This design comes from an exercise in tuning for small area on the open sky130 flow, not from production work. At most, simulation tests tie the RTL to the original design; equivalence was not proved. For runs 6 and 7, only the layout was checked, not whether the RTL still works. The clock port is modelled as an ideal driver; clocking choices that lean on that would not hold on a real chip. Power and IR drop assume default switching activity.

## flow/constraint.sdc

```tcl
create_clock -name core_clock -period 11.0 [get_ports {clk}]
set_input_delay 2.2000 -clock core_clock [delete_from_list [all_inputs] [get_ports {clk}]]
set_output_delay 2.2000 -clock core_clock [all_outputs]
set_load 0.01 [all_outputs]
```

## flow/config.mk

```make
export PLATFORM = sky130hd
export DESIGN_NAME = cpuTop
export DESIGN_NICKNAME = cpuTop
export VERILOG_FILES = /design/flow/design.v
export SDC_FILE = /design/flow/constraint.sdc
export NUM_CORES = 4
export LEC_CHECK = 0
export CAP_MARGIN = 0
export CORE_MARGIN = 2
export CORE_UTILIZATION = 65
export SLEW_MARGIN = 0
export SYNTH_HIERARCHICAL = 1
```

## flow/design.v

```verilog
`timescale 1ns/10ps
module fa1 (
  input  logic a,
  input  logic b,
  input  logic c,
  output logic s,
  output logic co
);
  assign {co, s} = a + b + c;
endmodule
module ha1 (
  input  logic a,
  input  logic b,
  output logic s,
  output logic co
);
  assign {co, s} = a + b;
endmodule
module boothCell (
  input  logic acc,
  input  logic b,      
  input  logic bm1,    
  input  logic one,
  input  logic two,
  input  logic neg,
  input  logic m,      
  input  logic ld,     
  input  logic c,
  output logic s,
  output logic co
);
  wire pp = ((one & b) | (two & bm1) | (ld & m)) ^ neg;
  fa1 u_fa (.a(acc), .b(pp), .c(c), .s(s), .co(co));
endmodule
module wrPredecode (
  input  logic [3:0] wa,
  input  logic       wen,
  input  logic       clr,
  output logic [3:0] loN,
  output logic [3:0] hiN
);
  always_comb
    for (int i = 0; i < 4; i++)
    begin
      loN[i] = !(clr || (wen && wa[1:0] == i[1:0]));
      hiN[i] = !(clr || (wa[3:2] == i[1:0]));
    end
endmodule
module nor2c (
  input  logic a,
  input  logic b,
  output logic y
);
  assign y = !(a || b);
endmodule
module wrDecode (
  input  logic [3:0]  wa,
  input  logic        wen,
  input  logic        clr,
  output logic [15:0] sel
);
  logic [3:0] loN, hiN;
  wrPredecode u_pre (.wa(wa), .wen(wen), .clr(clr), .loN(loN), .hiN(hiN));
  genvar r;
  for (r = 0; r < 16; r++)
  begin : g_sel
    nor2c u_s (.a(loN[r % 4]), .b(hiN[r / 4]), .y(sel[r]));
  end
endmodule
module mux2c (
  input  logic a,
  input  logic b,
  input  logic s,
  output logic y
);
  assign y = s ? b : a;
endmodule
module mux4c (
  input  logic [3:0] d,
  input  logic [1:0] s,
  output logic       y
);
  assign y = d[s];
endmodule
module mux8c (
  input  logic [7:0] d,
  input  logic [2:0] s,
  output logic       y
);
  logic [1:0] m;
  mux4c u_lo (.d(d[3:0]), .s(s[1:0]), .y(m[0]));
  mux4c u_hi (.d(d[7:4]), .s(s[1:0]), .y(m[1]));
  assign y = s[2] ? m[1] : m[0];
endmodule
module mux16c (
  input  logic [15:0] d,
  input  logic [3:0]  s,
  output logic        y
);
  logic [3:0] m;
  mux4c u_0 (.d(d[3:0]),   .s(s[1:0]), .y(m[0]));
  mux4c u_1 (.d(d[7:4]),   .s(s[1:0]), .y(m[1]));
  mux4c u_2 (.d(d[11:8]),  .s(s[1:0]), .y(m[2]));
  mux4c u_3 (.d(d[15:12]), .s(s[1:0]), .y(m[3]));
  mux4c u_4 (.d(m),        .s(s[3:2]), .y(y));
endmodule
module cpuTop (
  input  logic        clk,
  input  logic        reset,
  input  logic [15:0] instr,
  input  logic [15:0] memRdata,
  output logic [15:0] pc,
  output logic [15:0] memAddr,
  output logic [15:0] memWdata,
  output logic        memWrite,
  output logic        memEn
);
  logic [2:0] ph;     
  logic       r2;     
  logic       clr;    
  wire [3:0] op = instr[15:12];
  wire [3:0] rd = instr[11:8];
  wire [3:0] fn = instr[7:4];
  wire [3:0] rs = instr[3:0];
  wire [7:0] imm = instr[7:0];
  wire isR    = (op == 4'd0);
  wire isScnd = (op == 4'd4);
  wire isJra  = (op == 4'd6);
  wire isLd   = (op == 4'd7);
  wire isSh   = (op == 4'd8);
  wire isSt   = (op == 4'd10);
  wire isBc   = (op == 4'd12);
  wire isJ    = (op == 4'd13);
  wire isJal  = (op == 4'd15);
  wire [3:0] code  = isR ? fn : op;
  wire aluOp  = isR || op == 4'd1 || op == 4'd2 || op == 4'd3 || op == 4'd5 ||
                op == 4'd9 || op == 4'd11 || op == 4'd14;
  wire isMul  = aluOp && code == 4'd14;
  wire isCmp  = aluOp && code == 4'd11;
  wire isAnd  = code == 4'd1;
  wire isOr   = code == 4'd2;
  wire isXor  = code == 4'd3;
  wire isNot  = isR && fn == 4'd4;
  wire isSub  = code == 4'd9 || code == 4'd11;
  wire logicOp = isAnd || isOr || isXor || isNot;
  wire cfW    = aluOp && !logicOp && !isMul && !isCmp && !(isR && fn == 4'd6);
  wire twoTurn = isLd || isMul || isSh || isSt;
  wire active  = !clr;
  wire last    = (ph == 3'd7);
  wire done    = active && last && (r2 || !twoTurn);
  always_ff @(posedge clk)
  begin
    if (reset)
    begin
      ph   <= 3'd0;
      r2   <= 1'b0;
      clr  <= 1'b1;
    end
    else
    begin
      ph   <= ph + 3'd1;
      if (last)
      begin
        r2  <= active && twoTurn && !r2;
        clr <= 1'b0;
      end
    end
  end
  logic [7:0] rf0 [16];   
  logic [7:0] rf1 [16];   
  wire [3:0] raA = rd;
  wire [3:0] raB = rs | {4{isJra}};
  logic [15:0] head0, head1;   
  always_comb
    for (int r = 0; r < 16; r++)
    begin
      head0[r] = rf0[r][0];
      head1[r] = rf1[r][0];
    end
  logic [1:0] rA, rB;
  mux16c u_rA0 (.d(head0), .s(raA), .y(rA[0]));
  mux16c u_rA1 (.d(head1), .s(raA), .y(rA[1]));
  mux16c u_rB0 (.d(head0), .s(raB), .y(rB[0]));
  mux16c u_rB1 (.d(head1), .s(raB), .y(rB[1]));
  logic [1:0] wd;
  logic       wen;
  wire  [3:0] wa = rd | {4{isJal}};
  logic [15:0] wsel;
  logic [15:0] tail0, tail1;   
  wire  [1:0]  wdat = wd & {2{!clr}};
  wrDecode u_wdec (.wa(wa), .wen(wen), .clr(clr), .sel(wsel));
  genvar gr;
  for (gr = 0; gr < 16; gr++)
  begin : g_wr
    mux2c u_t0 (.a(head0[gr]), .b(wdat[0]), .s(wsel[gr]), .y(tail0[gr]));
    mux2c u_t1 (.a(head1[gr]), .b(wdat[1]), .s(wsel[gr]), .y(tail1[gr]));
  end
  always_ff @(posedge clk)
  begin
    for (int r = 0; r < 16; r++)
    begin
      rf0[r] <= {tail0[r], rf0[r][7:1]};
      rf1[r] <= {tail1[r], rf1[r][7:1]};
    end
  end
  logic fc, ff, fz, fl, fn_;
  logic cond;
  always_comb
  begin
    case (rd)
      4'd0:    cond = fz;
      4'd1:    cond = !fz;
      4'd2:    cond = fc;
      4'd3:    cond = !fc;
      4'd4:    cond = fl;
      4'd5:    cond = !fl;
      4'd6:    cond = fn_;
      4'd7:    cond = !fn_;
      4'd8:    cond = ff;
      4'd9:    cond = !ff;
      4'd14:   cond = 1'b1;
      default: cond = 1'b0;
    endcase
  end
  logic [15:0] mar;    
  logic [15:0] acc;    
  logic        cy;     
  logic        sgn;    
  logic        pb;     
  logic [1:0] pcDig;
  mux8c u_pc0 (.d({pc[14], pc[12], pc[10], pc[8], pc[6], pc[4], pc[2], pc[0]}), .s(ph), .y(pcDig[0]));
  mux8c u_pc1 (.d({pc[15], pc[13], pc[11], pc[9], pc[7], pc[5], pc[3], pc[1]}), .s(ph), .y(pcDig[1]));
  wire [1:0] immDig = ph[2] ? {2{imm[7]}} : imm[{ph[1:0], 1'b0} +: 2];
  wire usePc = isBc || isJal;
  wire [1:0] aD = usePc ? pcDig : rA;
  wire useImm = op == 4'd1 || op == 4'd2 || op == 4'd3 || op == 4'd5 ||
                op == 4'd9 || op == 4'd11 || op == 4'd12 || op == 4'd14 ||
                (isSh && fn[3:2] == 2'b00);
  wire [1:0] xRaw = useImm ? immDig : rB;
  wire xEn = isBc ? cond : !isJal;
  wire inv = aluOp && isSub;
  wire [1:0] xD = (xRaw & {2{xEn}}) ^ {2{inv}};
  wire cin0 = inv || isJal || (isBc && !cond);
  wire c0 = (ph == 3'd0) ? cin0 : cy;
  wire s0 = aD[0] ^ xD[0] ^ c0;
  wire c1 = (aD[0] & xD[0]) | (c0 & (aD[0] ^ xD[0]));
  wire s1 = aD[1] ^ xD[1] ^ c1;
  wire c2 = (aD[1] & xD[1]) | (c1 & (aD[1] ^ xD[1]));
  logic [1:0] aluDig;
  always_comb
  begin
    if (isAnd)      aluDig = aD & xRaw;
    else if (isOr)  aluDig = aD | xRaw;
    else if (isXor) aluDig = aD ^ xRaw;
    else if (isNot) aluDig = ~xRaw;
    else            aluDig = {s1, s0};
  end
  always_ff @(posedge clk)
  begin
    cy <= c2;
    if (reset)
    begin
      fc <= 1'b0; ff <= 1'b0; fz <= 1'b0; fl <= 1'b0; fn_ <= 1'b0;
    end
    else if (active && !r2)
    begin
      if (last && cfW)
      begin
        fc <= c2 ^ inv;
        ff <= !(aD[1] ^ xD[1]) && (s1 ^ aD[1]);
      end
      if (isCmp)
      begin
        fz <= (ph == 3'd0 || fz) && !s0 && !s1;
        if (last)
        begin
          fl <= !c2;
          fn_ <= c2 ^ aD[1] ^ xD[1];
        end
      end
    end
  end
  wire [1:0]  marIn   = isBc ? {s1, s0} : xRaw;
  wire [15:0] marNext = {marIn, mar[15:2]};
  always_ff @(posedge clk)
  begin
    if (!r2)
      mar <= marNext;
  end
  wire mulStep = isMul && r2;
  wire ldStep  = isLd && r2 && ph == 3'd0;   
  wire bLow  = pb && ph != 3'd0;
  wire bOne  = mulStep && (rA[0] ^ bLow);
  wire bTwo  = mulStep && ((rA[1] & !rA[0] & !bLow) | (!rA[1] & rA[0] & bLow));
  wire bNeg  = mulStep && rA[1] && !(rA[0] && bLow);
  logic [15:0] psum;
  logic [16:0] pc_;    
  assign pc_[0] = bNeg;
  genvar gk;
  for (gk = 0; gk < 16; gk++)
  begin : g_row
    boothCell u_c (.acc(acc[gk]), .m(memRdata[gk]), .ld(ldStep), .b(mar[gk]), .bm1(gk == 0 ? 1'b0 : mar[gk == 0 ? 0 : gk - 1]),
                   .one(bOne), .two(bTwo), .neg(bNeg), .c(pc_[gk]), .s(psum[gk]), .co(pc_[gk + 1]));
  end
  wire [4:0] amt   = mar[4:0];   
  wire       arith = (fn[3:1] == 3'b001) || (fn == 4'b0110);
  wire [2:0] q     = amt[3:1];
  wire       rOdd  = amt[0];
  wire [3:0] j     = {1'b0, q} + {3'd0, rOdd};
  logic       tapE, tapO, tapO8;
  mux8c u_tapE (.d({acc[2], acc[4], acc[6], acc[8], acc[10], acc[12], acc[14], rA[0]}), .s(q), .y(tapE));
  mux8c u_tapO (.d({acc[3], acc[5], acc[7], acc[9], acc[11], acc[13], acc[15], rA[1]}), .s(j[2:0]), .y(tapO8));
  assign tapO = j[3] ? acc[1] : tapO8;
  wire [1:0] tap = rOdd ? {tapE, tapO} : {tapO, tapE};
  wire       ge1   = ph >= q;                          
  wire       ge0   = ph > q || (ph == q && !rOdd);   
  wire       fill  = amt[4] && arith && sgn;
  wire [1:0] shDig = {(ge1 ^ amt[4]) ? tap[1] : fill,
                      (ge0 ^ amt[4]) ? tap[0] : fill};
  wire [1:0]  accTop = (isMul || isLd) ? 2'b00 : rA;
  always_ff @(posedge clk)
  begin
    acc <= {accTop, psum[15:2]};
    pb  <= rA[1];
    if (last && !r2)
      sgn <= rA[1];
  end
  always_comb
  begin
    wen = 1'b0;
    wd  = aluDig;
    if (active)
    begin
      if (r2)
      begin
        wen = 1'b1;
        wen = !isSt;
        if (isLd || isMul) wd = psum[1:0];
        else            wd = shDig;
      end
      else if (isScnd)
      begin
        wen = 1'b1;
        wd  = {1'b0, cond && ph == 3'd0};
      end
      else if (isJal || (aluOp && !isCmp && !isMul))
        wen = 1'b1;   
    end
  end
  wire jmp = isBc || isJ || isJal || isJra;
  logic [15:0] pcInc;
  logic [15:0] ic;
  assign ic[0] = done && !jmp;
  genvar gi;
  for (gi = 0; gi < 15; gi++)
  begin : g_inc
    ha1 u_h (.a(pc[gi]), .b(ic[gi]), .s(pcInc[gi]), .co(ic[gi + 1]));
  end
  assign pcInc[15] = pc[15] ^ ic[15];
  always_ff @(posedge clk)
  begin
    if (reset)
      pc <= 16'd0;
    else
      pc <= (done && jmp) ? marNext : pcInc;
  end
  assign memAddr  = mar;
  assign memWdata = acc;
  wire memStep = active && r2 && ph == 3'd0 && (isLd || isSt);
  assign memWrite = memStep && isSt && !reset;
  assign memEn    = memStep && !reset;
endmodule
```

## flow/flow/downsize.tcl

```tcl
# Sourced by ORFS at the end of clock tree synthesis (POST_CTS_TCL), before
# the CTS result is written. Global routing's own repair_design and
# repair_timing run later, in their own step, and fix any slew, capacitance
# or timing this leaves.
estimate_parasitics -placement
# Greedy downsizing: swap each logic cell for the smallest cell of the same
# family (same name up to the drive suffix, so the same function and pins)
# when setup slack stays above a margin and no max slew or capacitance
# limit is broken. Clock tree cells and port buffers are left alone.
set ds_margin 0.15e-9
set db [ord::get_db]
set block [ord::get_db_block]
set dont_use {}
if { [info exists ::env(DONT_USE_CELLS)] } { set dont_use $::env(DONT_USE_CELLS) }
array set fam {}
foreach lib [$db getLibs] {
  foreach m [$lib getMasters] {
    set n [$m getName]
    if { [regexp {^(sky130_fd_sc_hd__[a-z0-9]+(?:_[a-z][a-z0-9]*)*)_([0-9]+)$} $n -> base sz] } {
      if { [lsearch -exact $dont_use $n] < 0 } { lappend fam($base) $m }
    }
  }
}
proc ds_area { m } { return [expr { double([$m getWidth]) * [$m getHeight] }] }
# a swap may not take setup slack below the margin (or below where it
# started, if it started lower) nor add slew or capacitance violations
set ds_ws0 [sta::worst_slack_cmd max]
if { $ds_ws0 < $ds_margin } { set ds_margin $ds_ws0 }
set ::ds_slew0 [sta::max_slew_violation_count]
set ::ds_cap0 [sta::max_capacitance_violation_count]
proc ds_ok { margin } {
  if { [sta::worst_slack_cmd max] < $margin } { return 0 }
  if { [sta::max_slew_violation_count] > $::ds_slew0 } { return 0 }
  if { [sta::max_capacitance_violation_count] > $::ds_cap0 } { return 0 }
  return 1
}
set saved 0.0
set swaps 0
foreach inst [$block getInsts] {
  set m [$inst getMaster]
  set n [$m getName]
  set iname [$inst getName]
  if { [$inst isFixed] } { continue }
  if { [regexp {clkbuf|clkinv|clkdly|dlygate|tapvpwr|fill|decap|conb|df|dl|sdf|edf} $n] } { continue }
  if { [regexp {^(input|output)[0-9]+$} $iname] } { continue }
  if { ![regexp {^(sky130_fd_sc_hd__[a-z0-9]+(?:_[a-z][a-z0-9]*)*)_([0-9]+)$} $n -> base sz] } { continue }
  if { ![info exists fam($base)] } { continue }
  set cur [ds_area $m]
  set cands {}
  foreach c $fam($base) {
    if { [ds_area $c] < $cur } { lappend cands [list [ds_area $c] $c] }
  }
  foreach pair [lsort -real -index 0 $cands] {
    set c [lindex $pair 1]
    replace_cell $iname [$c getName]
    if { [ds_ok $ds_margin] } {
      set saved [expr { $saved + $cur - [lindex $pair 0] }]
      incr swaps
      break
    }
    replace_cell $iname $n
  }
}
puts "downsize: $swaps cells swapped, [expr {$saved / 1e6}] um2 saved"
detailed_placement
check_placement -verbose
```

## flow/standard.sh

```bash
#!/bin/bash
# synth_recipe.tcl (not shown) runs the flow's synth.tcl, then flattens the netlist and writes it again
# the make line also repeats each setting of config.mk as NAME=value (left out here)
make -C /OpenROAD-flow-scripts/flow DESIGN_CONFIG=/design/flow/config.mk WORK_HOME=/design/flow/orfs CLKGATE_MAP_FILE= SYNTH_SCRIPT=/design/flow/synth_recipe.tcl "${@:-finish}"
```

## flow/flow/run.sh

```bash
#!/bin/bash
# Own flow: the standard layout (standard.sh, with its standard
# synthesis unchanged) with three settings passed through ORFS's own
# variables:
#  - port buffers are the smallest buffer, sky130_fd_sc_hd__buf_1 (every
#    input and output port still gets its own buffer);
#  - clock tree synthesis uses clkbuf_4 clusters and adds no dummy loads;
#  - after clock tree synthesis, logic cells with timing to spare are swapped
#    for smaller cells of the same function (flow/downsize.tcl); global
#    routing's repair steps then run as usual.
# make's full output goes to flow.log here; ORFS keeps each step's log under
# orfs/logs/.
set -euo pipefail
export BUFFER_PORTS_ARGS="-buffer_cell sky130_fd_sc_hd__buf_1"
export CTS_ARGS="-sink_clustering_enable -repair_clock_nets -dont_use_dummy_load -buf_list sky130_fd_sc_hd__clkbuf_4 -sink_clustering_size 12 -sink_clustering_max_diameter 40"
export POST_CTS_TCL="$PWD/flow/downsize.tcl"
bash standard.sh > flow.log 2>&1
```

==> impl_results.md, run 1 <==
- Gr ovfl total: 0
- Routed len/inst: 19.9 um
- First-pass GRT wire length: roughly 32 mm
- Die width: 131 um
- GRT Total Usage: 25.3%
- Final Max Tran Viols: 0
- Dpl hpwl: ~15 mm
- Netlist cell types: 62
- IO Count: between 80 and 90
- EDFF count, synth: 17
- Initial antenna violation count: 0
- Initial DRC Count: 623
- Area leader, netlist: dfxtp_1
- Worst skew pair latency: 0.63 ns
- Worst Path Required: 11.44 ns
- Mean area per synthesized cell: between 10 and 15 um^2
- DR pass1 iterations: 5
- Final nets: around 940
- Post-Synthesis Cell Area: 10,500 um^2
- PortBufs: 83
- Cell Rows: 46
- Mapped Cells: between 700 and 800
- Initial Util: 66.1%
- Worst-margin pin slew: 1.14 ns
- P_sw: 0.000407 W
- Critical path endpoint category: flop
- Vias per inst: 5.68
- Sequential power share: 67.6%
- Sequential fraction of the synthesis area: 62.3%
- Clock skew: 0.0832 ns
- Critical setup path kind: in -> reg
- Fmax: 93.7 MHz
- Final wirelength: 21.3 mm
- Int Pwr: 0.00137 W
- Final hold viol count: 0
- Pwr Density: 160 nW/um^2
- Hold/Removal Path Class: reg -> reg
- Vias in the first global route: 5,952
- Most numerous cell in the Yosys netlist: dfxtp_1
- Fin Setup TNS: 0 ns
- Clock network fraction of design power: 26.8%
- Antenna diode instance count: 0
- Critical path peak fanout: 12
- Leak: ~4.5 nW
- Status: complete, no violations
- Synth top area share: between 50 and 60%
- Switching share of total power: about 23%
- Combinational power share: 5.5%
- Die ar.: 17,100 um^2
- Layout cells sized above 1: 9.82%
- CTS tree: done
- Largest net degree at the start of global routing: 24
- Final core occ: a little over two thirds
- #FFs+latches synth: 317
- Top_reg_cell synth: dfxtp_1
- Asr flop ratio synth: 0%
- Post-synth top cells: dfxtp_1 (300), nor2_1 (52), mux2_4 (38), ha_1 (29), mux4_2 (29)
- Syn Nets: 818
- Maxcap violations: 0
- Relative slew slack: 23.8%
- Min Tclk post-route: 10.67 ns
- Setup Viol. Count Final: 0
- Die Ht: 131 um
- GP Congestion: 0.929
- Vias post-DR: between 6,000 and 7,000
- Max rail drop VDD: about 0.13 mV
- Synth area leaders: dfxtp_1 (57%), mux4_2 (6.2%), mux2_4 (5.5%)
- Remaining DRCs: 0
- CTS sink count: 317
- Yosys warnings: 10
- Clock-pin slew on the worst setup and hold paths: 0.11 ns
- Layout area overhead: 6.20%
- Final ANT Viol Nets: 0
- WP data arrival: 11.11 ns
- Core ar.: around 16,000 um^2
- CP startpoint kind: primary input
- Tcrit/Tclk final: 97.0%
- RSZ-0062 raised after global routing: false
==> layout make-up <==
type | count | area [um^2]
inverter | 22 | 82.6
tap | 216 | 270
timing repair buffer | 95 | 360
sequential | 317 | 6520
fill | 1155 | 4720
multi-input combinational | 384 | 3600
clock buffer | 37 | 278
==> power groups by stage <==
stage	Sequential (W)	Combinational (W)	Clock, W
after global routing	0.00120	0.000108	0.000537
after global placement	0.00123	0.0000988	0
after detailed placement	0.00123	0.000101	0
final	0.00120	0.0000985	0.000477
after floorplan	0.00122	0.0000671	0
==> final timing paths <==
path	end	from	cells after the start	slack [ns]
min	rf1[4][5]	rf1[4][6]	0	0.28
min reg2reg	rf1[4][5]	rf1[4][6]	0	0.28
max	acc[13]	instr[8]	24	0.33
max reg2reg	acc[13]	ph[0]	25	1.98
==> cells by family after synthesis <==
kind of cell | count (synthesis) | share of synthesized area [%]
compound gates | 81 | 5.81
other cells | 1 | 0.0358
xor+xnor | 27 | 2.26
simple gates | 131 | 6.31
buf+inv | 35 | 1.66
fa+ha+maj | 48 | 7.10
flops | 317 | 62.3
mux | 96 | 14.5
==> modules after synthesis, one instance, submodules excluded, excerpt <==
module       cells  flops+latches  copies in the design  area (um^2)
cpuTop         580            317                     1         8360
wrPredecode     13              0                     1         65.1
mux4c            1              0                    28         22.5
fa1              1              0                    16         20.0
boothCell        2              0                    16         18.8
mux2c            1              0                    32         15.0
mux8c            1              0                     4         15.0
ha1              1              0                    15         12.5
nor2c            1              0                    16         3.75
==> per-layer routing <==
layer,global-route usage [%],wire (um),vias up
met5,0,0,-
met1,37.8,9880,2963
met3,4.76,1390,45
met2,37.7,9490,224
met4,8.32,518,0
li1,-,-,2850
==> critical path, stage by stage <==
cell	delay [ns]
buf_1	0.08
buf_2	0.33
mux4_2	0.56
mux4_2	0.54
ha_1	0.32
and3_1	0.18
a222oi_1	0.39
xnor2_1	0.14
fa_1	0.43
fa_1	0.39
fa_1	0.39
fa_1	0.39
fa_1	0.40
fa_1	0.39
fa_1	0.39
fa_1	0.40
fa_1	0.40
fa_1	0.40
fa_1	0.39
fa_1	0.39
fa_1	0.39
fa_1	0.39
fa_1	0.39
fa_1	0.43
==> registers in the layout, indices dropped and copies added (netlist names) <==
name,count
fn_,1
clr,1
rf0,128
fl,1
mar,16
cy,1
rf1,128
fz,1
fc,1
pc,16
ff,1
acc,16
sgn,1
pb,1
ph,3
r2,1
==> metrics by stage <==
stage / worst slack, ns / power [W] / instances / cell area (um^2) / hold WS (ns)
floorplan: 0.0468 / 0.00129 / 736 / 10500 / 0.310
global placement: 0.0967 / 0.00133 / 1034 / 11100 / 0.310
global route: 0.0567 / 0.00185 / 1071 / 11100 / 0.288
finish: 0.332 / 0.00178 / 1071 / 11100 / 0.284
detailed placement: -0.0909 / 0.00133 / 1034 / 11100 / 0.312
==> layout by cell type, fill, tap and decap left out, drive strengths merged, types with 19 or more instances in the layout <==
| cell | count |
|---|---|
| a21oi | 21 |
| buf | 93 |
| clkbuf | 39 |
| dfxtp | 300 |
| fa | 19 |
| ha | 29 |
| inv | 22 |
| mux2 | 42 |
| mux2i | 25 |
| mux4 | 29 |
| nand2 | 20 |
| nor2 | 53 |
| xnor2 | 21 |
==> inputs of run 2 (changes only) <==
--- a/flow/config.mk
+++ b/flow/config.mk
@@ -6,7 +6,7 @@
 export NUM_CORES = 4
 export LEC_CHECK = 0
-export CAP_MARGIN = 0
+export CAP_MARGIN = 20
 export CORE_MARGIN = 2
 export CORE_UTILIZATION = 65
-export SLEW_MARGIN = 0
+export SLEW_MARGIN = 20
 export SYNTH_HIERARCHICAL = 1
==> run 2 against run 1 <==
Compared with the run above: count of clock-buffer cells in the layout is the same; critical endpoint unchanged; clock skew about the same; fmax is essentially flat; non-clock buffer count unchanged; critical path depth unchanged; cell area hardly changed; power about the same; largest power group unchanged; highest routed layer unchanged.
==> impl_results.md, run 2 <==
- Status: complete, no violations
- Mean area per synthesized cell: 14.2 um^2
- Syn Nets: between 800 and 900
- Final hold viol count: 0
- RSZ-0062 raised after global routing: false
- Layout area overhead: 6.21%
- Setup Viol. Count Final: 0
- PortBufs: 83
- Antenna diode instance count: 0
- IO Count: between 80 and 90
- Cell Rows: 46
- Maxcap violations: 0
- Synth top area share: between 50% and 60%
- Int Pwr: 0.00137 W
- Die width: 131 um
- Core ar.: 15,800 um^2
- Post-Synthesis Cell Area: 10,500 um^2
- Critical setup path kind: in -> reg
- WP data arrival: 11.11 ns
- Final Max Tran Viols: 0
- Placed cell count: 1,034
- DR pass1 iterations: 7
- Most used cell, CP: fa_1
- Worst skew pair latency: 0.63 ns
- Final ANT Viol Nets: 0
- Worst Path Required: 11.44 ns
- Routed len/inst: 19.9 um
- Final nets: approximately 940
- Sequential fraction of the synthesis area: 62.3%
- Remaining DRCs: 0
- Vias post-DR: just over 6,000
- Initial Util: 66.1%
- First-pass GRT wire length: approximately 32 mm
- CTS sink count: 317
- Initial DRC Count: 623
- Largest net degree at the start of global routing: 24
- Peak per-stage delay on the critical path: 0.56 ns
- Most numerous cell in the Yosys netlist: dfxtp_1
- EDFF count, synth: 17
- Critical path peak fanout: 12
- Slowest CP cell: mux4_2
- Die Ht: 131 um
- Worst-margin pin slew: roughly 1.0 ns
- #FFs+latches synth: 317
- Synth area leaders: dfxtp_1 (57%), mux4_2 (6.2%), mux2_4 (5.5%)
- Min Tclk post-route: 10.67 ns
- Layout cells sized above 1: 9.94%
- CP startpoint kind: primary input
- Gr ovfl total: 0
- Max rail drop VDD: 0.134 mV
- Mapped Cells: between 700 and 800
- Netlist cell types: 62
- Tcrit/Tclk final: 97.0%
- Commonest non-fill, non-tap cells in the layout: dfxtp_1 (300), buf_1 (91), nor2_1 (52), mux2_1 (38), clkbuf_4 (37)
- Clock-pin slew on the worst setup and hold paths: about 0.11 ns
- Layout fillers: between 1,000 and 1,500
- Fmax: 93.7 MHz
- P_sw: 0.000407 W
- Leak: 4.52 nW
- Vias per inst: 5.68
- Yosys warnings: 10
- Critical path endpoint category: flop
- Clock network fraction of design power: 26.8%
- GP Congestion: 0.929
- Final core occ: 70.2%
- CTS tree: done
- Dpl hpwl: around 15 mm
- Top flop regs: rf0 x128, rf1 x128
- Die ar.: 17,100 um^2
- Final wirelength: 21.3 mm
- GRT Total Usage: 25.3%
- Top_reg_cell synth: dfxtp_1
- Hold/Removal Path Class: reg -> reg
- Asr flop ratio synth: 0%
- Vias in the first global route: 5,952
- Combinational power share: 5.5%
- Area occupied by multi-input gates: 3600 um^2
- Initial antenna violation count: 0
- Most common cell after layout, fill and taps aside: dfxtp_1
- Finished Layout Cells: 1,071
- Clock skew: 0.0833 ns
- Pwr Density: 160 nW/um^2
- Sequential power share: 67.6%
- Relative slew slack: 29.0%
- Post-synth top cells: dfxtp_1 (300), nor2_1 (52), mux2_4 (38), ha_1 (29), mux4_2 (29)
- Switching share of total power: between 20% and 30%
- Crit path cell chain: buf_1 > buf_2 > mux4_2 > mux4_2 > ha_1 > and3_1 > a222oi_1 > xnor2_1 > fa_1 > fa_1 > fa_1 > fa_1 > fa_1 > fa_1 > fa_1 > fa_1 > fa_1 > fa_1 > fa_1 > fa_1 > fa_1 > fa_1 > fa_1 > fa_1
- Reg area: 6520 um^2
- Area leader, netlist: dfxtp_1
-- run 2: per-module statistics from Yosys (local to each module, per instance), a selection --
module	cell area, um^2	flip-flops and latches	cells inside	copies in the design
nor2c	3.75	0	1	16
fa1	20.0	0	1	16
mux4c	22.5	0	1	28
ha1	12.5	0	1	15
mux8c	15.0	0	1	4
boothCell	18.8	0	2	16
mux2c	15.0	0	1	32
-- run 2: power groups by stage --
stage	sequential, W	clock, W	combinational (W)
6_report	0.00120	0.000477	0.0000985
3_3_place_gp	0.00123	0	0.0000988
5_1_grt	0.00120	0.000537	0.000108
3_5_place_dp	0.00123	0	0.000101
2_1_floorplan	0.00122	0	0.0000671
-- run 2: cell families after synthesis --
kind of cell / count (synthesis) / share of synthesized area, %
compound gates: 81 / 5.81
xor+xnor: 27 / 2.26
fa+ha+maj: 48 / 7.10
buf+inv: 35 / 1.66
flops: 317 / 62.3
mux: 96 / 14.5
other cells: 1 / 0.0358
simple gates: 131 / 6.31
-- run 2: stage by stage --
step | area, um^2 | setup slack, ns | total power [W] | TNS [ns] | hold slack (ns)
finish | 11100 | 0.333 | 0.00178 | 0 | 0.284
global placement | 11100 | 0.0967 | 0.00133 | 0 | 0.310
detailed placement | 11100 | -0.0909 | 0.00133 | -0.0909 | 0.312
floorplan | 10500 | 0.0468 | 0.00129 | 0 | 0.310
global route | 11100 | 0.0567 | 0.00185 | 0 | 0.288
-- run 2: worst max-delay path, delay by kind of cell --
kind	cells	cell delay, ns
AO/OA/AOI/OAI	1	0.39
XOR/XNOR	1	0.14
adder cells (fa/ha/maj)	17	6.68
buffers and inverters	2	0.41
multiplexers	2	1.10
AND/OR/NAND/NOR	1	0.18
-- run 2: area by class of cell --
type                       count  share of cell area, %
timing repair buffer          95                   3.25
multi-input combinational    384                   32.4
sequential                   317                   58.6
tap                          216                   2.43
inverter                      22                  0.743
clock buffer                  37                   2.50
-- run 2: worst paths after layout --
path,depth (start not counted),from,slack [ns],end
worst max-delay path,24,instr[8],0.33,acc[13]
worst min-delay path,0,rf1[4][6],0.28,rf1[4][5]
worst max register to register,25,ph[0],1.98,acc[13]
worst min register to register,0,rf1[4][6],0.28,rf1[4][5]
-- run 2: routing by layer --
metal	global-route usage (%)	routed length [um]	vias to the layer above
met2	37.7	9490	224
met1	37.8	9870	2966
met5	0	0	-
li1	-	-	2851
met3	4.76	1390	45
met4	8.32	519	0
==> inputs of run 3 (changes only) <==
--- a/flow/design.v
+++ b/flow/design.v
@@ -334,5 +334,4 @@
       if (r2)
       begin
-        wen = 1'b1;
         wen = !isSt;
         if (isLd || isMul) wd = psum[1:0];
==> run 3 against run 2 <==
Compared with the run above: highest routed layer unchanged; sequential share of layout area unchanged; cell area unchanged; routed wire length unchanged; still clean on timing, DRC and antenna; register-to-register slack about the same; non-clock buffer count unchanged; power unchanged; final cell count unchanged; sequential cell count unchanged; count of clock-buffer cells in the layout unchanged; worst setup slack unchanged; synthesized cell count unchanged; fmax unchanged.
==> impl_results.md, run 3 <==
- Status: complete, no violations
- Crit path cell chain: buf_1 > buf_2 > mux4_2 > mux4_2 > ha_1 > and3_1 > a222oi_1 > xnor2_1 > fa_1 > fa_1 > fa_1 > fa_1 > fa_1 > fa_1 > fa_1 > fa_1 > fa_1 > fa_1 > fa_1 > fa_1 > fa_1 > fa_1 > fa_1 > fa_1
- GRT Total Usage: 25.3%
- Final Max Tran Viols: 0
- Worst Path Required: 11.44 ns
- Pre-CTS setup slack: -0.0909 ns
- Critical path endpoint category: flop
- Initial DRC Count: 623
- Most used cell, CP: fa_1
- Total chip power: 0.00178 W
- Vias post-DR: 6,086
- Leak: 4.52 nW
- GP Congestion: 0.929
- CP startpoint kind: primary input
- Hold Slack: 0.284 ns
- Worst-margin pin slew: 1.04 ns
- Final nets: 939
- Relative slew slack: 29.0%
- Initial antenna violation count: 0
- Dpl hpwl: 15.5 mm
- Netlist cell types: slightly above 60
- Slowest CP cell: mux4_2
- CTS sink count: 317
- IO Count: 84
- Sequential fraction of the synthesis area: 62.3%
- Die Ht: 131 um
- PortBufs: 83
- Post-synth top cells: dfxtp_1 (300), nor2_1 (52), mux2_4 (38), ha_1 (29), mux4_2 (29)
- Yosys warnings: 10
- Synth area leaders: dfxtp_1 (57%), mux4_2 (6.2%), mux2_4 (5.5%)
- #FFs+latches synth: 317
- Die ar.: 17,100 um^2
- Remaining DRCs: 0
- Critical path peak fanout: 12
- Final wirelength: between 20 and 25 mm
- Worst skew pair latency: around 0.63 ns
- Min Tclk post-route: 10.67 ns
- Fin Setup TNS: 0 ns
- Layout area overhead: 6.21%
- Placed Area: 11,100 um^2
- Final Cell Area: 11,100 um^2
- WP data arrival: 11.11 ns
- Antenna diode instance count: 0
- CTS tree: done
- Most numerous cell in the Yosys netlist: dfxtp_1
- Pwr Density: 160 nW/um^2
- Post-Synthesis Cell Area: ~10,000 um^2
- Peak per-stage delay on the critical path: ~0.56 ns
- Syn Nets: between 800 and 900
- RSZ-0062 raised after global routing: false
- Gr ovfl total: 0
- Final ANT Viol Nets: 0
- Top flop regs: rf0 x128, rf1 x128
- Vias in the first global route: between 5,000 and 6,000
- Asr flop ratio synth: 0%
- Top_reg_cell synth: dfxtp_1
- Commonest non-fill, non-tap cells in the layout: dfxtp_1 (300), buf_1 (91), nor2_1 (52), mux2_1 (38), clkbuf_4 (37)
- Mapped Cells: 736
- Vias per inst: 5.68
- Final hold viol count: 0
- Largest net degree at the start of global routing: 24
- Cell Rows: 46
- Most common cell after layout, fill and taps aside: dfxtp_1
- Layout cells sized above 1: 9.94%
- Clock-pin slew on the worst setup and hold paths: 0.11 ns
- Maxcap violations: 0
- Hold/Removal Path Class: reg -> reg
- Die width: 131 um
- Initial Util: between 60% and 70%
- Synth top area share: ~57%
- Core ar.: 15,800 um^2
- Fmax: 93.7 MHz
- Critical setup path kind: in -> reg
- Max rail drop VDD: 0.134 mV
- Mean area per synthesized cell: 14.2 um^2
- Area leader, netlist: dfxtp_1
- Setup Viol. Count Final: 0
- Clock skew: around 0.083 ns
- EDFF count, synth: 17
- Tcrit/Tclk final: between 90% and 100%
- Routed len/inst: 19.9 um
- First-pass GRT wire length: 32.4 mm
- Post-route setup slack: 0.333 ns
- DR pass1 iterations: 7
==> run 3: cell counts in the layout (fill, tap and decap cells not counted) <==
No cell type changed its count.
==> run 3: layout make-up <==
class | instances | area, um^2
flip-flops and latches | 317 | 6520
fillers | 1154 | 4720
multi-input cells | 384 | 3600
repair buffers | 95 | 362
clock buffers | 37 | 278
well taps | 216 | 270
inverters | 22 | 82.6
==> run 3: worst max-delay path: cells and delay by family <==
kind            cells  cell delay (ns)
compound gates      1             0.39
xor+xnor            1             0.14
fa+ha+maj          17             6.68
buf+inv             2             0.41
mux                 2             1.10
simple gates        1             0.18
==> run 3: routing by layer <==
| metal | vias to the layer above | wire (um) | track usage, % |
|---|---|---|---|
| li1 | 2851 | - | - |
| met1 | 2966 | 9870 | 37.8 |
| met2 | 224 | 9490 | 37.7 |
| met3 | 45 | 1390 | 4.76 |
| met4 | 0 | 519 | 8.32 |
| met5 | - | 0 | 0 |
==> run 3: per-module statistics from Yosys, one instance, submodules excluded, excerpt <==
module       area [um^2]  flops+latches
ha1                 12.5              0
mux8c               15.0              0
cpuTop              8360            317
mux4c               22.5              0
nor2c               3.75              0
wrPredecode         65.1              0
mux2c               15.0              0
==> run 3: cells by family after synthesis <==
group	after synthesis	share of synthesized area [%]
mux	96	14.5
other cells	1	0.0358
xor+xnor	27	2.26
simple gates	131	6.31
buf+inv	35	1.66
flops	317	62.3
compound gates	81	5.81
fa+ha+maj	48	7.10
==> run 3: path summary, 6_finish.rpt <==
check | start | to | slack [ns] | depth (start not counted)
hold / removal | rf1[4][6] | rf1[4][5] | 0.28 | 0
setup / recovery | instr[8] | acc[13] | 0.33 | 24
hold reg to reg | rf1[4][6] | rf1[4][5] | 0.28 | 0
setup reg to reg | ph[0] | acc[13] | 1.98 | 25
==> run 3: power by group <==
part           switching (W)  internal [W]  leakage, nW
registers          0.0000289       0.00117         2.61
clock network       0.000321      0.000156        0.170
logic              0.0000573     0.0000412         1.74
==> run 3: metrics by stage <==
stage	utilization, %	std cells
floorplan	-	736
global placement	69.9	1034
detailed placement	69.9	1034
global route	70.2	1071
finish	70.2	1071
==> inputs of run 4 (changes only) <==
--- a/flow/design.v
+++ b/flow/design.v
@@ -334,4 +334,5 @@
       if (r2)
       begin
+        wen = 1'b1;
         wen = !isSt;
         if (isLd || isMul) wd = psum[1:0];
--- a/flow/config.mk
+++ b/flow/config.mk
@@ -9,4 +9,5 @@
 export CORE_MARGIN = 2
 export CORE_UTILIZATION = 65
+export GPL_TIMING_DRIVEN = 0
 export SLEW_MARGIN = 20
 export SYNTH_HIERARCHICAL = 1
==> run 4 against run 3 <==
Compared with the run above: synthesized area stayed put; still clean on timing, DRC and antenna; combinational power up 4%; non-clock buffer count grew 3; register-to-register slack worse by 0.11 ns; final cell count about the same.
==> impl_results.md, run 4 <==
- Status: complete, no violations
- Clock skew: 0.124 ns
- Top flop regs: rf0 x128, rf1 x128
- WP data arrival: roughly 11 ns
- Remaining DRCs: 0
- Commonest non-fill, non-tap cells in the layout: dfxtp_1 (300), buf_1 (85), nor2_1 (51), clkbuf_4 (35)
- Final wirelength: roughly 22 mm
- Largest family of logic cells by synthesized area: multiplexers
- Mean area per synthesized cell: 14.2 um^2
- Post-Synth Adder-Cell Area: 7.10%
- Sequential fraction of the synthesis area: 62.3%
- Worst skew pair latency: around 0.64 ns
- Final Cell Area: 11,300 um^2
- Compound-Gate Fraction of Synth Area: approximately 5.8%
- Vias post-DR: around 6,000
- Top_reg_cell synth: dfxtp_1
- CP startpoint kind: primary input
- Max rail drop VDD: 0.170 mV
- Cell Rows: 46
- Hold/Removal Path Class: reg -> reg
- RSZ-0062 raised after global routing: false
- Fin Setup TNS: 0 ns
- Clock-pin slew on the worst setup and hold paths: 0.11 ns
- Die width: 131 um
- Final hold viol count: 0
- Synth area leaders: dfxtp_1 (57%), mux4_2 (6.2%), mux2_4 (5.5%)
- Critical setup path kind: in -> reg
- Layout cells sized above 1: 13.7%
- Routed len/inst: 20.4 um
- Yosys warnings: 10
- Crit path cell chain: clkbuf_4 > mux4_2 > mux4_2 > ha_1 > and3_2 > a222oi_1 > xnor2_1 > fa_1 > fa_1 > fa_1 > fa_1 > fa_1 > fa_1 > fa_1 > fa_1 > fa_1 > fa_1 > fa_1 > fa_1 > fa_1 > fa_1 > fa_1 > fa_1
- Critical path peak fanout: 16
- Post-route setup slack: slightly above 0.3 ns
- Synth top area share: 57.4%
- Reg area: 6520 um^2
- Critical path endpoint category: flop
- Most numerous cell in the Yosys netlist: dfxtp_1
- CTS tree: done
- Die Ht: about 130 um
- #FFs+latches synth: 317
- First-pass GRT wire length: between 30 and 40 mm
- Post-Synthesis Cell Area: 10,500 um^2
- Dpl hpwl: 16.0 mm
- Syn Nets: 818
- Worst-margin pin slew: 0.839 ns
- Core ar.: about 16,000 um^2
- Vias per inst: ~5.7
- Pwr Density: between 150 and 200 nW/um^2
- Finished Layout Cells: 1,072
- Initial DRC Count: 443
- CTS sink count: 317
- Pre-CTS setup slack: -0.961 ns
- EDFF count, synth: 17
- Most used cell, CP: fa_1
- Vias in the first global route: between 6,000 and 7,000
- Layout area overhead: 7.64%
- Worst R2R Path Depth: 22
- Largest net degree at the start of global routing: 20
- Initial antenna violation count: 1
- Fmax: 93.5 MHz
- Tcrit/Tclk final: 97.2%
- Setup Viol. Count Final: 0
- Mapped Cells: 736
- Worst Path Required: 11.44 ns
- WHS Path Cells: 0
- Gr ovfl total: 0
- IO Count: 84
- Leak: 4.59 nW
- Relative slew slack: between 40% and 50%
- Asr flop ratio synth: 0%
- Layout fillers: 1,121
- PortBufs: 80
- Peak per-stage delay on the critical path: between 0.5 and 0.6 ns
- Final ANT Viol Nets: 0
- Xor/xnor share of the synthesized area: approximately 2.3%
- Most common cell after layout, fill and taps aside: dfxtp_1
- Initial Util: 66.1%
- Post-synth top cells: dfxtp_1 (300), nor2_1 (52), mux2_4 (38), ha_1 (29), mux4_2 (29)
- Slowest CP cell: mux4_2
- Area occupied by multi-input gates: 3730 um^2
- Die ar.: between 15,000 and 20,000 um^2
- GRT Total Usage: 25.8%
- Placed Area: ~11,000 um^2
- Area leader, netlist: dfxtp_1
- Simple-Gate Fraction of Synth Area: under 10%
- Netlist cell types: 62
- GP Congestion: 0.908
- Final Max Tran Viols: 0
- Final core occ: 71.1%
- Min Tclk post-route: 10.69 ns
- Maxcap violations: 0
- DR pass1 iterations: 7
- Placed cell count: 1,037
- Final nets: 939
- Multiplexer area fraction after synthesis: 14.5%
[run 4: logic make-up (layout without fill, tap and decap cells)]
family,after synthesis,in the layout
other,1,2
AOI/OAI and AO/OA,81,81
DFF,317,317
adders and majority gates,48,48
and+or+nand+nor,131,131
muxes,96,96
buffers and inverters,35,154
xor gates and xnor gates,27,27
[run 4: area by class of cell]
class | count | area share, %
multi-input combinational | 384 | 33.1
clock buffer | 34 | 2.27
antenna | 1 | 0.0222
buffer | 13 | 0.656
sequential | 317 | 57.9
timing repair buffer | 85 | 2.97
tap | 216 | 2.40
inverter | 22 | 0.733
[run 4: per-stage QoR]
step	power, W	hold slack, ns
2_1_floorplan	0.00129	0.310
3_3_place_gp	0.00133	0.310
3_5_place_dp	0.00133	0.312
5_1_grt	0.00184	0.307
6_report	0.00177	0.306
[run 4: where the power goes]
part	leakage (nW)	switching, W	internal [W]
combinational	1.83	0.0000594	0.0000431
clock	0.156	0.000319	0.000144
sequential	2.61	0.0000277	0.00117
[run 4: per-layer routing]
layer,global-route usage [%],wire [um],vias to the layer above
met5,0,0,-
met4,9.82,617,0
met3,4.80,1300,65
li1,-,-,2855
met2,39.0,9940,222
met1,37.4,10000,3018
[run 4: worst max-delay path, delay by kind of cell]
family | cells | cell delay [ns]
xor+xnor | 1 | 0.14
fa+ha+maj | 17 | 6.65
buf+inv | 1 | 0.27
compound gates | 1 | 0.41
mux | 2 | 1.14
simple gates | 1 | 0.32
[run 4: Yosys stat by module, one instance, submodules excluded, a selection]
| module | cells | cell area, um^2 | copies in the design |
|---|---|---|---|
| fa1 | 1 | 20.0 | 16 |
| wrPredecode | 13 | 65.1 | 1 |
| mux4c | 1 | 22.5 | 28 |
| boothCell | 2 | 18.8 | 16 |
| mux8c | 1 | 15.0 | 4 |
| cpuTop | 580 | 8360 | 1 |
| ha1 | 1 | 12.5 | 15 |
| mux2c | 1 | 15.0 | 32 |
| nor2c | 1 | 3.75 | 16 |
[run 4: final timing paths]
kind | end | startpoint | slack, ns
setup / recovery | acc[13] | instr[8] | 0.31
hold / removal | rf1[14][4] | rf1[14][5] | 0.31
setup reg to reg | acc[13] | rf0[15][0] | 1.87
hold reg to reg | rf1[14][4] | rf1[14][5] | 0.31
==> inputs of run 5 (changes only) <==
--- a/flow/flow/downsize.tcl
+++ b/flow/flow/downsize.tcl
@@ -8,5 +8,5 @@
 # when setup slack stays above a margin and no max slew or capacitance
 # limit is broken. Clock tree cells and port buffers are left alone.
-set ds_margin 0.15e-9
+set ds_margin 0.05e-9
 set db [ord::get_db]
 set block [ord::get_db_block]
--- a/flow/config.mk
+++ b/flow/config.mk
@@ -9,5 +9,4 @@
 export CORE_MARGIN = 2
 export CORE_UTILIZATION = 65
-export GPL_TIMING_DRIVEN = 0
 export SLEW_MARGIN = 20
 export SYNTH_HIERARCHICAL = 1
==> run 5 against run 4 <==
Compared with the run above: die area unchanged; highest routed layer unchanged; largest power group unchanged; still clean; clock skew fell by 0.041 ns; critical path type unchanged; global-route usage decreased by 0.51 points; synthesized area stayed put.
==> impl_results.md, run 5 <==
- Area leader, netlist: dfxtp_1
- Finished Layout Cells: 1,071
- Vias in the first global route: 5,952
- IO Count: 84
- RSZ-0062 raised after global routing: false
- Max rail drop VDD: ~0.13 mV
- Critical path endpoint category: flop
- Pwr Density: 160 nW/um^2
- Mean area per synthesized cell: about 14 um^2
- Routed len/inst: 19.9 um
- Final Max Tran Viols: 0
- Final hold viol count: 0
- Netlist cell types: 62
- Met3 Use GR: roughly 4.8%
- Final ANT Viol Nets: 0
- Critical setup path kind: in -> reg
- Clock-pin slew on the worst setup and hold paths: ~0.11 ns
- Tcrit/Tclk final: 97.0%
- Layout cells sized above 1: 9.94%
- Setup crit end: acc[13]
- Setup Viol. Count Final: 0
- Placed cell count: 1,034
- Hold/Removal Path Class: reg -> reg
- Worst skew pair latency: roughly 0.63 ns
- Clock skew: 0.0833 ns
- Cell Rows: 46
- Dpl hpwl: ~15 mm
- Die width: 131 um
- Layout area overhead: 6.21%
- GP Congestion: slightly above 0.9
- Post-synth top cells: dfxtp_1 (300), nor2_1 (52), mux2_4 (38), ha_1 (29), mux4_2 (29)
- Initial DRC Count: 623
- Largest net degree at the start of global routing: 24
- Mapped Cells: 736
- Antenna diode instance count: 0
- Sequential fraction of the synthesis area: 62.3%
- Reg-to-Reg Start: ph[0]
- First-pass GRT wire length: 32.4 mm
- Vias per inst: 5.68
- Relative slew slack: roughly 29%
- Maxcap violations: 0
- Worst Path Required: 11.44 ns
- Met2 Use GR: 37.7%
- Final wirelength: around 21 mm
- Syn Nets: 818
- Asr flop ratio synth: 0%
- Die Ht: 131 um
- Core ar.: 15,800 um^2
- Commonest non-fill, non-tap cells in the layout: dfxtp_1 (300), buf_1 (91), nor2_1 (52), mux2_1 (38), clkbuf_4 (37)
- Initial antenna violation count: 0
- EDFF count, synth: 17
- GR peak layer: met1
- GRT Total Usage: approximately a quarter
- Initial Util: 66.1%
- Worst-margin pin slew: 1.04 ns
- Fmax: roughly 94 MHz
- Worst R2R Path Depth: 25
- Gr ovfl total: 0
- Final core occ: 70.2%
- Status: complete, no violations
- Yosys warnings: 10
- Min Tclk post-route: 10.67 ns
- Post-Synthesis Cell Area: between 10,000 and 15,000 um^2
- Top_reg_cell synth: dfxtp_1
- PortBufs: 83
- Most common cell after layout, fill and taps aside: dfxtp_1
- Vias post-DR: between 6,000 and 7,000
- Reg-to-reg critical path endpoint: acc[13]
- CTS tree: done
- Leak: 4.52 nW
- Final Cell Area: approximately 11,000 um^2
- #FFs+latches synth: between 300 and 400
- Remaining DRCs: 0
- Critical path peak fanout: 12
- Synth area leaders: dfxtp_1 (57%), mux4_2 (6.2%), mux2_4 (5.5%)
- DR pass1 iterations: 7
- WP data arrival: between 10 and 15 ns
- Die ar.: 17,100 um^2
- Reg2Reg Setup Slack: 1.98 ns
- Critical Path Start: instr[8]
- Placed Area: 11,100 um^2
- Most numerous cell in the Yosys netlist: dfxtp_1
- CTS sink count: between 300 and 400
- Synth top area share: 57.4%
- Top flop regs: rf0 x128, rf1 x128
- Met1 Use GR: between 30% and 40%
- Final nets: 939
- CP startpoint kind: primary input
[run 5: per-module statistics from Yosys, one instance, submodules excluded, excerpt]
module	copies in the design	flops+latches	area (um^2)	cells inside
wrPredecode	1	0	65.1	13
mux8c	4	0	15.0	1
fa1	16	0	20.0	1
nor2c	16	0	3.75	1
ha1	15	0	12.5	1
mux2c	32	0	15.0	1
[run 5: area by class of cell]
type / count / area (um^2)
well taps: 216 / 270
clock buffers: 37 / 278
fillers: 1154 / 4720
repair buffers: 95 / 362
multi-input cells: 384 / 3600
flip-flops and latches: 317 / 6520
inverters: 22 / 82.6
[run 5: layer usage]
metal	part of all wire, %	wire length, um
met2	45	9490
met3	6.6	1390
met4	2.4	519
met5	0	0
met1	46	9870
[run 5: worst min-delay path by stage]
stage | from | endpoint | slack (ns) | cells after the start
floorplan | rf0[0][1] | rf0[0][0] | 0.31 | 0
global placement | rf0[7][4] | rf0[7][3] | 0.31 | 0
detailed placement | rf0[14][7] | rf0[14][6] | 0.31 | 0
global route | rf1[4][6] | rf1[4][5] | 0.29 | 0
finish | rf1[4][6] | rf1[4][5] | 0.28 | 0
[run 5: per-stage QoR]
step / worst slack [ns] / setup TNS, ns / hold slack [ns] / power (W)
after floorplan: 0.0468 / 0 / 0.310 / 0.00129
after global placement: 0.0967 / 0 / 0.310 / 0.00133
after detailed placement: -0.0909 / -0.0909 / 0.312 / 0.00133
after global routing: 0.0567 / 0 / 0.288 / 0.00185
final: 0.333 / 0 / 0.284 / 0.00178
[run 5: report_power, final]
part / switching, W / internal [W]
Combinational: 0.0000573 / 0.0000412
Sequential: 0.0000289 / 0.00117
Clock: 0.000321 / 0.000156
[run 5: cells by family (layout without fill, tap and decap cells)]
kind of cell	count (synthesis)	in the layout	share of synthesized area (%)
buffers and inverters	35	154	1.66
other	1	1	0.0358
adders and majority gates	48	48	7.10
AOI/OAI and AO/OA	81	81	5.81
xor gates and xnor gates	27	27	2.26
DFF	317	317	62.3
muxes	96	96	14.5
and+or+nand+nor	131	131	6.31
[run 5: worst max-delay path, stage by stage]
cell and delay (ns):
buf_1 0.08, buf_2 0.33, mux4_2 0.56, mux4_2 0.54, ha_1 0.32, and3_1 0.18, a222oi_1 0.39, xnor2_1 0.14
fa_1 0.43, fa_1 0.39, fa_1 0.39, fa_1 0.39, fa_1 0.40, fa_1 0.39, fa_1 0.39, fa_1 0.40
fa_1 0.40, fa_1 0.40, fa_1 0.39, fa_1 0.39, fa_1 0.39, fa_1 0.39, fa_1 0.39, fa_1 0.43
==> inputs of run 6 (changes only) <==
--- a/flow/design.v
+++ b/flow/design.v
@@ -226,5 +226,4 @@
   logic [15:0] acc;    
   logic        cy;     
-  logic        sgn;    
   logic        pb;     
   logic [1:0] pcDig;
@@ -315,5 +314,5 @@
   wire       ge1   = ph >= q;                          
   wire       ge0   = ph > q || (ph == q && !rOdd);   
-  wire       fill  = amt[4] && arith && sgn;
+  wire       fill  = amt[4] && arith && pb;
   wire [1:0] shDig = {(ge1 ^ amt[4]) ? tap[1] : fill,
                       (ge0 ^ amt[4]) ? tap[0] : fill};
@@ -322,7 +321,6 @@
   begin
     acc <= {accTop, psum[15:2]};
-    pb  <= rA[1];
-    if (last && !r2)
-      sgn <= rA[1];
+    if (!(isSh && r2))
+      pb <= rA[1];
   end
   always_comb
--- a/flow/flow/downsize.tcl
+++ b/flow/flow/downsize.tcl
@@ -8,5 +8,5 @@
 # when setup slack stays above a margin and no max slew or capacitance
 # limit is broken. Clock tree cells and port buffers are left alone.
-set ds_margin 0.05e-9
+set ds_margin 0.15e-9
 set db [ord::get_db]
 set block [ord::get_db_block]
==> run 6 against run 5 <==
Compared with the run above: synthesized area grew 0.65%; routed wire length grew 6.4%; power increased by 0.97%; sequential cell count fell by 1; cell area grew 0.26%; largest cell class unchanged; critical endpoint unchanged; register-to-register slack got worse by 0.12 ns; first-iteration DRC count rose by 7.4%; combinational power up 8%; clock power increased by 3%; still clean on timing, DRC and antenna.
==> impl_results.md, run 6 <==
- Status: complete, no violations
- Leak: approximately 4.5 nW
- Gr ovfl total: 0
- #FFs+latches synth: 316
- Fin Setup TNS: 0 ns
- Peak per-stage delay on the critical path: 0.55 ns
- Die ar.: 17,200 um^2
- Largest net degree at the start of global routing: 27
- Vias in the first global route: between 6,000 and 7,000
- Simple-Gate Fraction of Synth Area: 6.75%
- Die width: 131 um
- Compound-Gate Fraction of Synth Area: 5.89%
- Top flop regs: rf0 x128, rf1 x128
- Initial DRC Count: 669
- CP startpoint kind: primary input
- Initial Util: about two thirds
- Yosys warnings: 10
- Vias per inst: a little under 6
- Netlist cell types: 67
- Setup Viol. Count Final: 0
- Routed len/inst: 20.9 um
- Largest family of logic cells by synthesized area: multiplexers
- IO Count: 84
- Reg-to-Reg Start: r2
- Fmax: 93.5 MHz
- Final Max Tran Viols: 0
- Xor/xnor share of the synthesized area: between 2 and 2.5%
- Syn Nets: 830
- Hold Slack: 0.287 ns
- Max rail drop VDD: 0.140 mV
- Critical setup path kind: in -> reg
- Reg2Reg Setup Slack: about 1.9 ns
- Area leader, netlist: dfxtp_1
- Most common cell after layout, fill and taps aside: dfxtp_1
- Core ar.: 15,900 um^2
- Reg-to-reg critical path endpoint: acc[13]
- Final hold viol count: 0
- Slowest CP cell: mux4_2
- Remaining DRCs: 0
- Final nets: 949
- CTS tree: done
- Post-Synthesis Cell Area: about 11,000 um^2
- Worst Path Required: between 10 and 15 ns
- Final Cell Area: 11,100 um^2
- First-pass GRT wire length: roughly 36 mm
- Multiplexer area fraction after synthesis: 14.2%
- Worst-margin pin slew: 0.981 ns
- Maxcap violations: 0
- Dpl hpwl: 16.6 mm
- Final ANT Viol Nets: 0
- Worst skew pair latency: 0.65 ns
- Hold/Removal Path Class: reg -> reg
- Commonest non-fill, non-tap cells in the layout: dfxtp_1 (299), buf_1 (94), nor2_1 (59), clkbuf_4 (39), mux2_1 (38)
- GRT Total Usage: 26.8%
- Layout area overhead: 5.80%
- Final wirelength: ~23 mm
- Crit path cell chain: buf_1 > clkbuf_4 > mux4_2 > mux4_2 > ha_1 > and3_1 > a222oi_1 > xnor2_1 > fa_1 > fa_1 > fa_1 > fa_1 > fa_1 > fa_1 > fa_1 > fa_1 > fa_1 > fa_1 > fa_1 > fa_1 > fa_1 > fa_1 > fa_1 > fa_1
- Setup crit end: acc[13]
- Most numerous cell in the Yosys netlist: dfxtp_1
- Tcrit/Tclk final: 97.3%
- Relative slew slack: 34.6%
- Synth top area share: 56.9%
- Sequential fraction of the synthesis area: 61.7%
- Placed cell count: 1,043
- DR pass1 iterations: 7
- CTS sink count: 316
- Post-Synth Adder-Cell Area: between 7 and 8%
- PortBufs: 83
- Pwr Density: 161 nW/um^2
- Mapped Cells: 748
- Die Ht: 131 um
- Placed Area: about 11,000 um^2
- Asr flop ratio synth: 0%
- Clock-pin slew on the worst setup and hold paths: 0.12 ns
- Finished Layout Cells: roughly 1,100
- Most used cell, CP: fa_1
- WP data arrival: approximately 11 ns
- RSZ-0062 raised after global routing: false
- Mean area per synthesized cell: around 14 um^2
- Layout cells sized above 1: around a tenth
- Top_reg_cell synth: dfxtp_1
- Clock skew: 0.100 ns
- Initial antenna violation count: 1
- Worst R2R Path Depth: 21
- Min Tclk post-route: 10.70 ns
- Post-synth top cells: dfxtp_1 (299), nor2_1 (57), mux2_4 (38), ha_1 (29), mux4_2 (29)
- Critical path endpoint category: flop
- GP Congestion: just under 0.9
- Critical path peak fanout: 11
- EDFF count, synth: 17
- Synth area leaders: dfxtp_1 (57%), mux4_2 (6.2%), mux2_4 (5.4%)
- Critical Path Start: instr[8]
- Vias post-DR: 6,307
- Cell Rows: 46
[run 6: layout make-up]
| type | instances | area, um^2 |
|---|---|---|
| Inverter | 25 | 93.8 |
| Timing Repair Buffer | 97 | 370 |
| Tap cell | 216 | 270 |
| Antenna cell | 1 | 2.50 |
| Multi-Input combinational cell | 389 | 3620 |
| Sequential cell | 316 | 6500 |
| Fill cell | 1177 | 4750 |
| Clock buffer | 38 | 285 |
[run 6: per-stage QoR]
stage	power [W]	utilization [%]	setup slack, ns
3_5_place_dp	0.00134	70.0	-0.127
2_1_floorplan	0.00129	-	0.0524
3_3_place_gp	0.00133	70.0	0.0463
5_1_grt	0.00187	70.1	0.0176
6_report	0.00179	70.1	0.300
[run 6: worst min path at each step]
stage / from / to / slack (ns) / cells after the start
after floorplan: rf0[0][1] / rf0[0][0] / 0.31 / 0
after detailed placement: rf1[9][7] / rf1[9][6] / 0.31 / 0
after global routing: rf1[7][3] / rf1[7][2] / 0.26 / 0
after global placement: rf0[4][4] / rf0[4][3] / 0.31 / 0
final: rf1[7][3] / rf1[7][2] / 0.29 / 0
[run 6: Yosys stat by module, one instance, submodules excluded, excerpt]
module / cells / area [um^2] / times used
cpuTop: 592 / 8420 / 1
wrPredecode: 13 / 65.1 / 1
mux4c: 1 / 22.5 / 28
fa1: 1 / 20.0 / 16
boothCell: 2 / 18.8 / 16
mux2c: 1 / 15.0 / 32
mux8c: 1 / 15.0 / 4
ha1: 1 / 12.5 / 15
nor2c: 1 / 3.75 / 16
[run 6: routing by layer]
metal	vias up	track usage [%]	routed length (um)	part of all wire [%]
met4	0	13.5	959	4.2
met5	-	0	0	0
met2	264	43.8	10900	48
met3	67	5.02	1330	5.9
li1	2878	-	-	-
met1	3098	34.6	9480	42
[run 6: kinds of logic after synthesis]
group / count (synthesis)
buffers and inverters: 43
AOI/OAI and AO/OA: 86
muxes: 94
other: 1
xor gates and xnor gates: 27
DFF: 316
adders and majority gates: 48
and+or+nand+nor: 133
[run 6: power breakdown]
| group | internal (W) | switching, W | leakage [nW] |
|---|---|---|---|
| logic | 0.0000431 | 0.0000627 | 1.72 |
| registers | 0.00117 | 0.0000278 | 2.60 |
| clock network | 0.000160 | 0.000330 | 0.175 |
| total | 0.00137 | 0.000421 | 4.50 |
[run 6: worst max-delay path: cells and delay by family]
family                     cells  cell delay (ns)
and+or+nand+nor                1             0.19
xor gates and xnor gates       1             0.15
adders and majority gates     17             6.75
buffers and inverters          2             0.36
muxes                          2             1.08
AOI/OAI and AO/OA              1             0.38
==> inputs of run 7 (changes only) <==
--- a/flow/design.v
+++ b/flow/design.v
@@ -255,4 +255,6 @@
     else            aluDig = {s1, s0};
   end
+  wire cOut = c2 ^ inv;
+  wire ovf  = !(aD[1] ^ xD[1]) && (s1 ^ aD[1]);
   always_ff @(posedge clk)
   begin
@@ -266,6 +268,6 @@
       if (last && cfW)
       begin
-        fc <= c2 ^ inv;
-        ff <= !(aD[1] ^ xD[1]) && (s1 ^ aD[1]);
+        fc <= cOut;
+        ff <= ovf;
       end
       if (isCmp)
@@ -274,6 +276,6 @@
         if (last)
         begin
-          fl <= !c2;
-          fn_ <= c2 ^ aD[1] ^ xD[1];
+          fl <= cOut;         
+          fn_ <= s1 ^ ovf;    
         end
       end
@@ -365,5 +367,5 @@
   assign memAddr  = mar;
   assign memWdata = acc;
-  wire memStep = active && r2 && ph == 3'd0 && (isLd || isSt);
+  wire memStep = r2 && ph == 3'd0 && (isLd || isSt);   
   assign memWrite = memStep && isSt && !reset;
   assign memEn    = memStep && !reset;
==> run 7 against run 6 <==
Compared with the run above: utilization is essentially flat; clock power shrank 4%; synthesized cell count grew 0.80%; synthesized area grew 0.43%; sequential share of layout area is essentially flat; first-iteration DRC count shrank 19%; power shrank 1.5%; largest cell class unchanged; largest power group unchanged.
==> impl_results.md, run 7 <==
- Area leader, netlist: dfxtp_1
- Maxcap violations: 0
- Die width: 132 um
- Largest net degree at the start of global routing: 29
- Gr ovfl total: 0
- Final nets: 951
- Placed cell count: 1,048
- Vias in the first global route: ~6,500
- Final core occ: 70.1%
- Setup Viol. Count Final: 0
- Top_reg_cell synth: dfxtp_1
- Cell Rows: 46
- Die Ht: 132 um
- Relative slew slack: between 30 and 40%
- Critical setup path kind: in -> reg
- Status: complete, no violations
- Yosys warnings: 10
- Top flop regs: rf0 x128, rf1 x128
- Dpl hpwl: 16.0 mm
- Final ANT Viol Nets: 0
- PortBufs: 83
- Core ar.: between 15,000 and 20,000 um^2
- Clock-pin slew on the worst setup and hold paths: 0.10 ns
- WP data arrival: 11.10 ns
- Worst Path Required: 11.45 ns
- Remaining DRCs: 0
- Initial Util: 66.6%
- GRT Total Usage: 26.2%
- CTS sink count: ~320
- Pre-CTS setup slack: -0.240 ns
- Initial DRC Count: about 540
- Critical Path Start: instr[8]
- Final wirelength: approximately 22 mm
- Most common cell after layout, fill and taps aside: dfxtp_1
- Tcrit/Tclk final: 96.9%
- CP startpoint kind: primary input
- Reg-to-Reg Start: ph[0]
- Finished Layout Cells: between 1,000 and 1,500
- RSZ-0062 raised after global routing: false
- Clock skew: 0.146 ns
- Syn Nets: 835
- Post-synth top cells: dfxtp_1 (299), nor2_1 (55), mux2_4 (36), ha_1 (29), mux4_2 (29)
- Mapped Cells: roughly 750
- Routed len/inst: 20.5 um
- Layout area overhead: 5.28%
- First-pass GRT wire length: ~36 mm
- Most numerous cell in the Yosys netlist: dfxtp_1
- Vias post-DR: 6,281
- Final hold viol count: 0
- Synth top area share: 56.6%
- Post-Synthesis Cell Area: 10,600 um^2
- Max rail drop VDD: between 0.15 and 0.2 mV
- Fmax: 93.9 MHz
- Hold Startpoint: rf0[8][3]
- Fin Setup TNS: 0 ns
- Vias per inst: 5.78
- Post-route setup slack: 0.346 ns
- CTS tree: done
- Critical path peak fanout: 6
- Worst skew pair latency: between 0.6 and 0.7 ns
- Layout fillers: 1,113
- IO Count: 84
- Netlist cell types: 68
- Pwr Density: around 160 nW/um^2
- EDFF count, synth: 17
- GP Congestion: 0.897
- Commonest non-fill, non-tap cells in the layout: dfxtp_1 (299), buf_1 (93), nor2_1 (55), mux2_1 (36), clkbuf_4 (36)
- Layout cells sized above 1: 9.10%
- Mean area per synthesized cell: ~14 um^2
- Hold/Removal Path Class: reg -> reg
- Initial antenna violation count: 1
- Min Tclk post-route: 10.65 ns
- Final Max Tran Viols: 0
- Total chip power: 0.00177 W
- Sequential fraction of the synthesis area: 61.4%
- Asr flop ratio synth: 0%
- Leak: 4.49 nW
- #FFs+latches synth: between 300 and 400
- Synth area leaders: dfxtp_1 (57%), mux4_2 (6.2%), mux2_4 (5.1%)
- Worst-margin pin slew: 0.956 ns
- DR pass1 iterations: 6
- Critical path endpoint category: flop
- Die ar.: between 15,000 and 20,000 um^2
run 7: cell types whose count changed after synthesis, moves of 4 or more:
cell | previous run | this run
nor3_1 | 4 | 9
nand3_1 | 8 | 4
or3_1 | 1 | 5
a31oi_1 | 6 | 10
run 7: metal layers:
metal	vias to the layer above	part of all wire, %	GRT usage (%)	routed length [um]
met5	-	0	0	0
met4	0	2.8	9.42	611
met3	45	5.5	4.28	1220
met2	248	48	42.5	10600
met1	3084	44	35.9	9740
li1	2904	-	-	-
run 7: area by class of cell:
cell class | count | area (um^2) | share of cell area (%)
antenna | 2 | 5.00 | 0.0450
clock buffer | 36 | 270 | 2.43
inverter | 25 | 93.8 | 0.843
multi-input combinational | 395 | 3630 | 32.6
sequential | 316 | 6500 | 58.4
tap | 216 | 270 | 2.43
timing repair buffer | 96 | 364 | 3.27
run 7: path summary, 6_finish.rpt:
kind                to  slack [ns]  depth (start not counted)
max            acc[13]        0.35                         24
min reg2reg  rf0[8][2]        0.26                          0
min          rf0[8][2]        0.26                          0
max reg2reg    acc[13]        1.69                         24
run 7: logic make-up after synthesis:
kind of cell,count (synthesis),synth area share (%)
flip-flops,316,61.4
AND/OR/NAND/NOR,140,7.34
multiplexers,95,14.2
AO/OA/AOI/OAI,85,5.93
adder cells (fa/ha/maj),47,6.84
buffers and inverters,43,1.99
XOR/XNOR,27,2.24
other,1,0.0355
run 7: metrics by stage:
| stage | hold WS [ns] | cell area, um^2 |
|---|---|---|
| 2_1_floorplan | 0.310 | 10600 |
| 3_3_place_gp | 0.310 | 11100 |
| 3_5_place_dp | 0.312 | 11100 |
| 5_1_grt | 0.266 | 11100 |
| 6_report | 0.256 | 11100 |
run 7: where the power goes:
part / internal, W / switching [W] / leakage, nW
Combinational: 0.0000409 / 0.0000605 / 1.71
Sequential: 0.00117 / 0.0000247 / 2.60
Clock: 0.000152 / 0.000320 / 0.166
run 7: modules after synthesis (local to each module, per instance), a selection:
module       times used  flip-flops and latches
nor2c                16                       0
mux4c                28                       0
ha1                  15                       0
boothCell            16                       0
mux2c                32                       0
cpuTop                1                     316
wrPredecode           1                       0
run 7: critical path: stages:
cell and delay (ns):
buf_1 0.31, mux4_2 0.56, mux4_2 0.62, ha_1 0.34, inv_1 0.06, nor2_1 0.05, a222oi_1 0.39, xnor2_1 0.16
fa_1 0.43, fa_1 0.40, fa_1 0.40, fa_1 0.39, fa_1 0.39, fa_1 0.39, fa_1 0.41, fa_1 0.42
fa_1 0.39, fa_1 0.40, fa_1 0.39, fa_1 0.38, fa_1 0.39, fa_1 0.39, fa_1 0.39, fa_1 0.43

## what the ideal ports hide
The flow's constraints put no driver on any port. The routed layouts listed below were extracted and timed again, unchanged, in two steps.
Step 1 sets driving cells, clkbuf_16 on the clock port and buf_2 on the other inputs (assumed; they add their load-dependent delay and slew).
Step 2, shift: input delay + t, output delay - t, t = (earliest + latest rising clock arrival at the registers) / 2. This alone moves slack from input paths to output paths.
Slacks: no drivers / after step 1 / after step 2; pairs: no drivers / after step 1.
| run | t, ns | slack for setup (ns) |
|---|---|---|
| run 1 | 0.621 | 0.332 / 0.343 / -0.279 |
| run 2 | 0.621 | 0.333 / 0.343 / -0.279 |
| run 3 | 0.621 | 0.333 / 0.343 / -0.279 |
| run 4 | 0.610 | 0.307 / 0.321 / -0.289 |
| run 5 | 0.621 | 0.333 / 0.343 / -0.279 |
| run 6 | 0.638 | 0.300 / 0.316 / -0.322 |
| run 7 | 0.613 | 0.346 / 0.355 / -0.258 |
With both steps, setup timing fails in every run listed, where it was met with ideal ports.
